This is an optimization exercise on Yosys and OpenROAD, whose aim is a short achievable clock period and few clock cycles per item, not a production implementation.
In this exercise RTL edits were held to simulation tests only and were not proved equivalent to the original.
Power figures rest on the tool's default switching activity, not on a simulated workload.

## flow/design.v

```verilog
package mrv1_pkg;
    localparam int NUM_TW    = 4;
    localparam int TWID_W    = 2;
    localparam int DATA_W    = 32;
    localparam int RF_ADDR_W = 5;
    localparam int ITAG_W    = 3;
    localparam int IMM_W     = 16;
    localparam int CNT_W     = 16;
    typedef logic [TWID_W-1:0]    twid_t;
    typedef logic [DATA_W-1:0]    data_t;
    typedef logic [RF_ADDR_W-1:0] rf_addr_t;
    typedef logic [ITAG_W-1:0]    itag_t;
    typedef logic [IMM_W-1:0]     imm_t;
    typedef logic [CNT_W-1:0]     cnt_t;
    typedef enum logic [2:0] {
        ADD = 3'd0,
        SUB = 3'd1,
        AND = 3'd2,
        OR  = 3'd3,
        XOR = 3'd4,
        SLL = 3'd5,
        SRL = 3'd6,
        LDI = 3'd7
    } alu_op_e;
    typedef enum logic [1:0] {
        IDLE  = 2'd0,
        RUN   = 2'd1,
        STALL = 2'd2
    } issue_state_e;
    typedef struct packed {
        twid_t    twid;
        alu_op_e  op;
        rf_addr_t rd;
        rf_addr_t rs0;
        rf_addr_t rs1;
        imm_t     imm;
    } insn_t;
    typedef struct packed {
        logic     vld;
        twid_t    twid;
        alu_op_e  op;
        rf_addr_t rd;
        itag_t    itag;
        data_t    src0;
        data_t    src1;
    } exec_req_t;
    typedef struct packed {
        logic     vld;
        twid_t    twid;
        rf_addr_t rd;
        itag_t    itag;
        data_t    data;
    } retire_t;
endpackage
`timescale 1ns/1ps
module mrv1_tag_counter (
    input  logic            clk_i,
    input  logic            rst_down_w,
    input  logic            issue_i,
    input  logic            retire_i,
    output mrv1_pkg::itag_t itag_o,
    output mrv1_pkg::cnt_t  retire_cnt_o
);
    mrv1_pkg::itag_t itag_q;
    mrv1_pkg::cnt_t  cnt_q;
    always_ff @(posedge clk_i) begin
        if (rst_down_w) begin
            itag_q <= '0;
        end else if (issue_i) begin
            itag_q <= itag_q + mrv1_pkg::itag_t'(1);
        end
    end
    always_ff @(posedge clk_i) begin
        if (rst_down_w) begin
            cnt_q <= '0;
        end else if (retire_i && (cnt_q != '1)) begin
            cnt_q <= cnt_q + mrv1_pkg::cnt_t'(1);
        end
    end
    assign itag_o       = itag_q;
    assign retire_cnt_o = cnt_q;
endmodule
`timescale 1ns/1ps
module mrv1_issue_ctrl (
    input  logic                clk_i,
    input  logic                rst_down_w,
    input  logic                fetch_en_i,
    input  logic                insn_vld_i,
    input  mrv1_pkg::insn_t     insn_i,
    input  mrv1_pkg::itag_t     itag_i,
    input  logic                e_vld_i,
    input  mrv1_pkg::twid_t     e_twid_i,
    input  mrv1_pkg::rf_addr_t  e_rd_i,
    output logic                insn_rdy_o,
    output logic                accept_o,
    output logic                d_vld_o,
    output mrv1_pkg::twid_t     d_twid_o,
    output logic [7:0]          d_op_o,       
    output mrv1_pkg::rf_addr_t  d_rd_o,
    output mrv1_pkg::rf_addr_t  d_rs0_o,
    output mrv1_pkg::rf_addr_t  d_rs1_o,
    output mrv1_pkg::data_t     d_imm_o,
    output mrv1_pkg::itag_t     d_itag_o,
    output logic                d_fe0_o,      
    output logic                d_fr0_o,      
    output logic                d_fe1_o,      
    output logic                d_fr1_o       
);
    logic            d_vld_q;
    mrv1_pkg::twid_t d_twid_q;
    mrv1_pkg::rf_addr_t d_rd_q;
    logic            src_vld;
    logic [7:0]      op_oh;
    function automatic logic src_match(input logic vld, input mrv1_pkg::twid_t twid,
                                       input mrv1_pkg::rf_addr_t rd,
                                       input mrv1_pkg::twid_t in_twid,
                                       input mrv1_pkg::rf_addr_t rs);
        src_match = vld && (twid == in_twid) && (rd != '0) && (rd == rs);
    endfunction
    assign insn_rdy_o = fetch_en_i;
    assign accept_o   = insn_vld_i && fetch_en_i && !rst_down_w;
    assign src_vld = (insn_i.op != mrv1_pkg::LDI);
    always_comb begin
        op_oh = '0;
        op_oh[insn_i.op] = 1'b1;
    end
    always_ff @(posedge clk_i) begin
        d_vld_q <= accept_o;
    end
    always_ff @(posedge clk_i) begin
        d_twid_q <= insn_i.twid;
        d_op_o   <= op_oh;
        d_rd_q   <= insn_i.rd;
        d_rs0_o  <= insn_i.rs0;
        d_rs1_o  <= insn_i.rs1;
        d_imm_o  <= {{(mrv1_pkg::DATA_W-mrv1_pkg::IMM_W){insn_i.imm[mrv1_pkg::IMM_W-1]}}, insn_i.imm};
        d_itag_o <= itag_i;
        d_fe0_o  <= src_vld && src_match(d_vld_q, d_twid_q, d_rd_q, insn_i.twid, insn_i.rs0);
        d_fr0_o  <= src_vld && src_match(e_vld_i, e_twid_i, e_rd_i, insn_i.twid, insn_i.rs0);
        d_fe1_o  <= src_vld && src_match(d_vld_q, d_twid_q, d_rd_q, insn_i.twid, insn_i.rs1);
        d_fr1_o  <= src_vld && src_match(e_vld_i, e_twid_i, e_rd_i, insn_i.twid, insn_i.rs1);
    end
    assign d_vld_o  = d_vld_q;
    assign d_twid_o = d_twid_q;
    assign d_rd_o   = d_rd_q;
endmodule
`timescale 1ns/1ps
module mrv1_rf (
    input  logic               clk_i,
    input  logic               clr_i,
    input  mrv1_pkg::twid_t    rd_twid_i,
    input  mrv1_pkg::rf_addr_t rs0_addr_i,
    input  mrv1_pkg::rf_addr_t rs1_addr_i,
    input  logic               w_en_i,
    input  mrv1_pkg::twid_t    w_twid_i,
    input  mrv1_pkg::rf_addr_t w_addr_i,
    input  mrv1_pkg::data_t    w_data_i,
    output mrv1_pkg::data_t    rs0_data_o,
    output mrv1_pkg::data_t    rs1_data_o
);
    localparam int NUM_REGS = 2 ** mrv1_pkg::RF_ADDR_W;
    localparam int NUM_ENT  = mrv1_pkg::NUM_TW * NUM_REGS;
    mrv1_pkg::data_t ent_w [NUM_ENT];
    for (genvar e = 0; e < NUM_ENT; e++) begin : g_ent
        if ((e % NUM_REGS) == 0) begin : g_zero
            assign ent_w[e] = '0;
        end else begin : g_reg
            mrv1_pkg::data_t regs_q;
            always_ff @(posedge clk_i) begin
                if (clr_i) begin
                    regs_q <= '0;
                end else if (w_en_i && ({w_twid_i, w_addr_i} == e)) begin
                    regs_q <= w_data_i;
                end
            end
            assign ent_w[e] = regs_q;
        end
    end
    assign rs0_data_o = ent_w[{rd_twid_i, rs0_addr_i}];
    assign rs1_data_o = ent_w[{rd_twid_i, rs1_addr_i}];
endmodule
`timescale 1ns/1ps
module mrv1_alu (
    input  logic                clk_i,
    input  logic                rst_down_w,
    input  logic                d_vld_i,
    input  mrv1_pkg::twid_t     d_twid_i,
    input  logic [7:0]          d_op_i,
    input  mrv1_pkg::rf_addr_t  d_rd_i,
    input  mrv1_pkg::data_t     d_imm_i,
    input  mrv1_pkg::itag_t     d_itag_i,
    input  logic                d_fe0_i,
    input  logic                d_fr0_i,
    input  logic                d_fe1_i,
    input  logic                d_fr1_i,
    input  mrv1_pkg::data_t     rf_rs0_data_i,
    input  mrv1_pkg::data_t     rf_rs1_data_i,
    input  mrv1_pkg::data_t     ret_data_i,
    output mrv1_pkg::retire_t   alu_stage_o
);
    logic               e_vld_q;
    mrv1_pkg::twid_t    e_twid_q;
    logic [7:0]         e_op_q;
    mrv1_pkg::rf_addr_t e_rd_q;
    mrv1_pkg::itag_t    e_itag_q;
    mrv1_pkg::data_t    e_a_q;
    mrv1_pkg::data_t    e_b_q;
    mrv1_pkg::data_t    a_old;
    mrv1_pkg::data_t    b_old;
    mrv1_pkg::data_t    result;
    logic [4:0]         shamt;
    assign a_old = d_fr0_i ? ret_data_i : rf_rs0_data_i;
    assign b_old = d_op_i[mrv1_pkg::LDI] ? d_imm_i :
                   d_fr1_i              ? ret_data_i : rf_rs1_data_i;
    always_ff @(posedge clk_i) begin
        if (rst_down_w) begin
            e_vld_q <= 1'b0;
        end else begin
            e_vld_q <= d_vld_i;
        end
    end
    always_ff @(posedge clk_i) begin
        e_twid_q <= d_twid_i;
        e_op_q   <= d_op_i;
        e_rd_q   <= d_rd_i;
        e_itag_q <= d_itag_i;
        e_a_q    <= d_fe0_i ? result : a_old;
        e_b_q    <= d_fe1_i ? result : b_old;
    end
    assign shamt = e_b_q[4:0];
    always_comb begin
        result = ({mrv1_pkg::DATA_W{e_op_q[mrv1_pkg::ADD]}} & (e_a_q + e_b_q))
               | ({mrv1_pkg::DATA_W{e_op_q[mrv1_pkg::SUB]}} & (e_a_q - e_b_q))
               | ({mrv1_pkg::DATA_W{e_op_q[mrv1_pkg::AND]}} & (e_a_q & e_b_q))
               | ({mrv1_pkg::DATA_W{e_op_q[mrv1_pkg::OR ]}} & (e_a_q | e_b_q))
               | ({mrv1_pkg::DATA_W{e_op_q[mrv1_pkg::XOR]}} & (e_a_q ^ e_b_q))
               | ({mrv1_pkg::DATA_W{e_op_q[mrv1_pkg::SLL]}} & (e_a_q << shamt))
               | ({mrv1_pkg::DATA_W{e_op_q[mrv1_pkg::SRL]}} & (e_a_q >> shamt))
               | ({mrv1_pkg::DATA_W{e_op_q[mrv1_pkg::LDI]}} & e_b_q);
    end
    always_comb begin
        alu_stage_o.vld  = e_vld_q;
        alu_stage_o.twid = e_twid_q;
        alu_stage_o.rd   = e_rd_q;
        alu_stage_o.itag = e_itag_q;
        alu_stage_o.data = result;
    end
endmodule
`timescale 1ns/1ps
module mrv1_retire (
    input  logic               clk_i,
    input  logic               rst_down_w,
    input  mrv1_pkg::retire_t  alu_stage_i,
    output mrv1_pkg::retire_t  retire_o,
    output logic               rf_w_en_o,
    output mrv1_pkg::twid_t    rf_w_twid_o,
    output mrv1_pkg::rf_addr_t rf_w_addr_o,
    output mrv1_pkg::data_t    rf_w_data_o
);
    mrv1_pkg::retire_t ret_q;
    always_ff @(posedge clk_i) begin
        if (rst_down_w) begin
            ret_q.vld <= 1'b0;
        end else begin
            ret_q.vld <= alu_stage_i.vld;
        end
    end
    always_ff @(posedge clk_i) begin
        ret_q.twid <= alu_stage_i.twid;
        ret_q.rd   <= alu_stage_i.rd;
        ret_q.itag <= alu_stage_i.itag;
        ret_q.data <= alu_stage_i.data;
    end
    assign retire_o = ret_q;
    assign rf_w_en_o   = ret_q.vld && (ret_q.rd != '0);
    assign rf_w_twid_o = ret_q.twid;
    assign rf_w_addr_o = ret_q.rd;
    assign rf_w_data_o = ret_q.data;
endmodule
`timescale 1ns/1ps
module mrv1_core (
    input  logic              clk_i,
    input  logic              rst_down_w,
    input  logic              fetch_en_i,
    input  logic              insn_vld_i,
    input  mrv1_pkg::insn_t   insn_i,
    output logic              insn_rdy_o,
    output mrv1_pkg::retire_t retire_o,
    output mrv1_pkg::cnt_t    retire_cnt_o
);
    logic               accept_w;
    mrv1_pkg::itag_t    itag_w;
    logic               d_vld_w;
    mrv1_pkg::twid_t    d_twid_w;
    logic [7:0]         d_op_w;
    mrv1_pkg::rf_addr_t d_rd_w;
    mrv1_pkg::rf_addr_t d_rs0_w;
    mrv1_pkg::rf_addr_t d_rs1_w;
    mrv1_pkg::data_t    d_imm_w;
    mrv1_pkg::itag_t    d_itag_w;
    logic               d_fe0_w, d_fr0_w, d_fe1_w, d_fr1_w;
    mrv1_pkg::data_t    rf_rs0_data_w;
    mrv1_pkg::data_t    rf_rs1_data_w;
    mrv1_pkg::retire_t  alu_stage_w;
    logic               rf_w_en_w;
    mrv1_pkg::twid_t    rf_w_twid_w;
    mrv1_pkg::rf_addr_t rf_w_addr_w;
    mrv1_pkg::data_t    rf_w_data_w;
    logic               rf_clr_q;
    always_ff @(posedge clk_i) begin
        rf_clr_q <= rst_down_w;
    end
    mrv1_issue_ctrl issue0 (
        .clk_i      (clk_i),
        .rst_down_w (rst_down_w),
        .fetch_en_i (fetch_en_i),
        .insn_vld_i (insn_vld_i),
        .insn_i     (insn_i),
        .itag_i     (itag_w),
        .e_vld_i    (alu_stage_w.vld),
        .e_twid_i   (alu_stage_w.twid),
        .e_rd_i     (alu_stage_w.rd),
        .insn_rdy_o (insn_rdy_o),
        .accept_o   (accept_w),
        .d_vld_o    (d_vld_w),
        .d_twid_o   (d_twid_w),
        .d_op_o     (d_op_w),
        .d_rd_o     (d_rd_w),
        .d_rs0_o    (d_rs0_w),
        .d_rs1_o    (d_rs1_w),
        .d_imm_o    (d_imm_w),
        .d_itag_o   (d_itag_w),
        .d_fe0_o    (d_fe0_w),
        .d_fr0_o    (d_fr0_w),
        .d_fe1_o    (d_fe1_w),
        .d_fr1_o    (d_fr1_w)
    );
    mrv1_tag_counter tag0 (
        .clk_i        (clk_i),
        .rst_down_w   (rst_down_w),
        .issue_i      (accept_w),
        .retire_i     (retire_o.vld),
        .itag_o       (itag_w),
        .retire_cnt_o (retire_cnt_o)
    );
    mrv1_rf rf0 (
        .clk_i      (clk_i),
        .clr_i      (rf_clr_q),
        .rd_twid_i  (d_twid_w),
        .rs0_addr_i (d_rs0_w),
        .rs1_addr_i (d_rs1_w),
        .w_en_i     (rf_w_en_w),
        .w_twid_i   (rf_w_twid_w),
        .w_addr_i   (rf_w_addr_w),
        .w_data_i   (rf_w_data_w),
        .rs0_data_o (rf_rs0_data_w),
        .rs1_data_o (rf_rs1_data_w)
    );
    mrv1_alu alu0 (
        .clk_i         (clk_i),
        .rst_down_w    (rst_down_w),
        .d_vld_i       (d_vld_w),
        .d_twid_i      (d_twid_w),
        .d_op_i        (d_op_w),
        .d_rd_i        (d_rd_w),
        .d_imm_i       (d_imm_w),
        .d_itag_i      (d_itag_w),
        .d_fe0_i       (d_fe0_w),
        .d_fr0_i       (d_fr0_w),
        .d_fe1_i       (d_fe1_w),
        .d_fr1_i       (d_fr1_w),
        .rf_rs0_data_i (rf_rs0_data_w),
        .rf_rs1_data_i (rf_rs1_data_w),
        .ret_data_i    (retire_o.data),
        .alu_stage_o   (alu_stage_w)
    );
    mrv1_retire ret0 (
        .clk_i       (clk_i),
        .rst_down_w  (rst_down_w),
        .alu_stage_i (alu_stage_w),
        .retire_o    (retire_o),
        .rf_w_en_o   (rf_w_en_w),
        .rf_w_twid_o (rf_w_twid_w),
        .rf_w_addr_o (rf_w_addr_w),
        .rf_w_data_o (rf_w_data_w)
    );
endmodule
`timescale 1ns/1ps
module mrv1_top (
    input  logic        clk_i,
    input  logic        rst_down_w,
    input  logic        fetch_en_i,
    input  logic        insn_vld_i,
    input  logic [1:0]  insn_twid_i,
    input  logic [2:0]  insn_op_i,
    input  logic [4:0]  insn_rd_i,
    input  logic [4:0]  insn_rs0_i,
    input  logic [4:0]  insn_rs1_i,
    input  logic [15:0] insn_imm_i,
    output logic        insn_rdy_o,
    output logic        retire_vld_o,
    output logic [1:0]  retire_twid_o,
    output logic [4:0]  retire_rd_o,
    output logic [2:0]  retire_itag_o,
    output logic [31:0] retire_data_o,
    output logic [15:0] retire_cnt_o
);
    mrv1_pkg::insn_t   insn_w;
    mrv1_pkg::retire_t retire_w;
    always_comb begin
        insn_w.twid = insn_twid_i;
        insn_w.op   = mrv1_pkg::alu_op_e'(insn_op_i);
        insn_w.rd   = insn_rd_i;
        insn_w.rs0  = insn_rs0_i;
        insn_w.rs1  = insn_rs1_i;
        insn_w.imm  = insn_imm_i;
    end
    mrv1_core core0 (
        .clk_i        (clk_i),
        .rst_down_w   (rst_down_w),
        .fetch_en_i   (fetch_en_i),
        .insn_vld_i   (insn_vld_i),
        .insn_i       (insn_w),
        .insn_rdy_o   (insn_rdy_o),
        .retire_o     (retire_w),
        .retire_cnt_o (retire_cnt_o)
    );
    assign retire_vld_o  = retire_w.vld;
    assign retire_twid_o = retire_w.twid;
    assign retire_rd_o   = retire_w.rd;
    assign retire_itag_o = retire_w.itag;
    assign retire_data_o = retire_w.data;
endmodule
```

## flow/run.sh

```bash
#!/bin/bash
# synth_recipe.tcl (not shown) runs the flow's synth.tcl, then flattens the netlist and writes it again
# the make line also repeats each setting of config.mk as NAME=value (left out here)
make -C /OpenROAD-flow-scripts/flow DESIGN_CONFIG=/design/flow/config.mk WORK_HOME=/design/flow/orfs CLKGATE_MAP_FILE= SYNTH_SCRIPT=/design/flow/synth_recipe.tcl finish
```

## flow/config.mk

```make
export PLATFORM = sky130hd
export DESIGN_NAME = mrv1_top
export DESIGN_NICKNAME = mrv1_top
export VERILOG_FILES = /design/flow/design.v
export SDC_FILE = /design/flow/constraint.sdc
export NUM_CORES = 4
export LEC_CHECK = 0
export CAP_MARGIN = 20
export CORE_MARGIN = 2
export CORE_UTILIZATION = 30
export PLACE_DENSITY = 0.5
export SLEW_MARGIN = 20
```

## flow/constraint.sdc

```tcl
create_clock -name core_clock -period 6.5 [get_ports {clk_i}]
set_input_delay 1.3000 -clock core_clock [delete_from_list [all_inputs] [get_ports {clk_i}]]
set_output_delay 1.3000 -clock core_clock [all_outputs]
set_load 0.01 [all_outputs]
```

==> results.tsv <==
metric	value	unit
routability-driven placement congestion ratio	1.32	
number of setup buffers added after CTS	0	
total grt overflow	7229	
GRT Total Usage	94.3	%
Synth Instances	27200	
Post-synth ARST share	0	%
Row Count	299	
vias in the first global route	322000	
TritonCTS Buffers	530	
htree depth	6	
distinct cell type count after synthesis	97	
initial core utilization	30.1	%
Syn Nets	27400	
first-pass GRT wire length	4270000	µm
Detail Placement HPWL	2070000	µm
Run Error	[ERROR GRT-0116] Global routing finished with congestion. Check the congestion regions in the DRC Viewer.	
Failed at	5_1_grt	
Avg Cell Area, Syn	7.35	µm²
CTS sink count	4163	
Yosys warning total	8	
ys flop type	dfxtp_1	
clk root buf	clkbuf_16	
status	stopped before the end	
Seq cells post-synth	4163	
CTS Hold Bufs	0	
Die Y	821	µm
post-synthesis sequential area ratio	41.7	%
I/O Buffers	99	
Synth Cell Area	0.200	mm²
number of synthesized flops with an enable pin	0	
Die Wd	821	µm
Ports	100	
pin count of the biggest net entering global routing	221	
Post-CTS Resized	0	
clk buf depth	4	
power groups by stage:
stage	clock network [mW]	logic (mW)	registers [mW]
4_1_cts	31.9	6.09	26.5
2_1_floorplan	0	2.79	26.3
3_3_place_gp	0	6.06	27.1
3_5_place_dp	0	6.09	27.1
layer usage:
metal	GRT overflow	track usage, %
met2	2542	98.3
met5	211	83.5
met3	1518	91.8
met4	1683	90.3
met1	1275	95.1
synth_stat cells (23+ instances only):
library cell	number	area share, %
buf_1	119	0.22
o22a_1	24	0.11
nand2b_1	29	0.091
nand2_1	8866	17
o2111ai_1	26	0.11
and3_1	54	0.17
a221oi_1	194	0.85
mux2_2	26	0.15
nor2b_1	32	0.10
ha_1	102	0.64
a31oi_1	42	0.13
dfxtp_1	4163	42
nand4_1	355	1.1
clkbuf_1	2339	4.4
xnor2_1	33	0.14
and2_1	27	0.084
o211ai_1	76	0.29
nor2_1	676	1.3
o22ai_1	278	0.87
a211oi_1	58	0.22
nand3_1	181	0.45
nor4_1	187	0.58
mux2i_1	79	0.40
nor3_1	224	0.56
xor2_1	25	0.11
o31ai_1	23	0.086
a22oi_1	3084	12
a2111oi_0	36	0.16
a22o_1	284	1.2
or4_1	39	0.15
inv_1	140	0.26
a21oi_1	4284	11
mux4_2	45	0.51
o21ai_0	182	0.46
buf_2	243	0.61
or3_1	26	0.081
a222oi_1	238	1.2
through the flow:
step	util (%)	setup WS, ns	instances	cell area, µm²
after floorplan	-	2.42	27200	200000
after detailed placement	34.0	0.237	35400	226000
after global placement	33.8	-0.126	35300	225000
after CTS	36.8	0.264	36300	244000
worst min-delay path by stage:
| stage | end | slack (ns) | cells past startpoint |
|---|---|---|---|
| after floorplan | core0.alu0.e_itag_q[0] | 0.31 | 0 |
| after global placement | core0.alu0.e_itag_q[2] | 0.31 | 0 |
| after detailed placement | core0.alu0.e_itag_q[2] | 0.31 | 0 |
| after CTS | core0.alu0.e_itag_q[2] | 0.33 | 0 |
cell families after synthesis:
group	after synthesis	share of synthesized area, %
simple gates	10800	22.0
mux	151	1.05
xor+xnor	58	0.254
compound gates	9021	28.8
fa+ha+maj	104	0.658
buf+inv	2868	5.59
flops	4163	41.7
Testbench counts, summed over its fixed seeds: cycles 24,016, items 24,000.
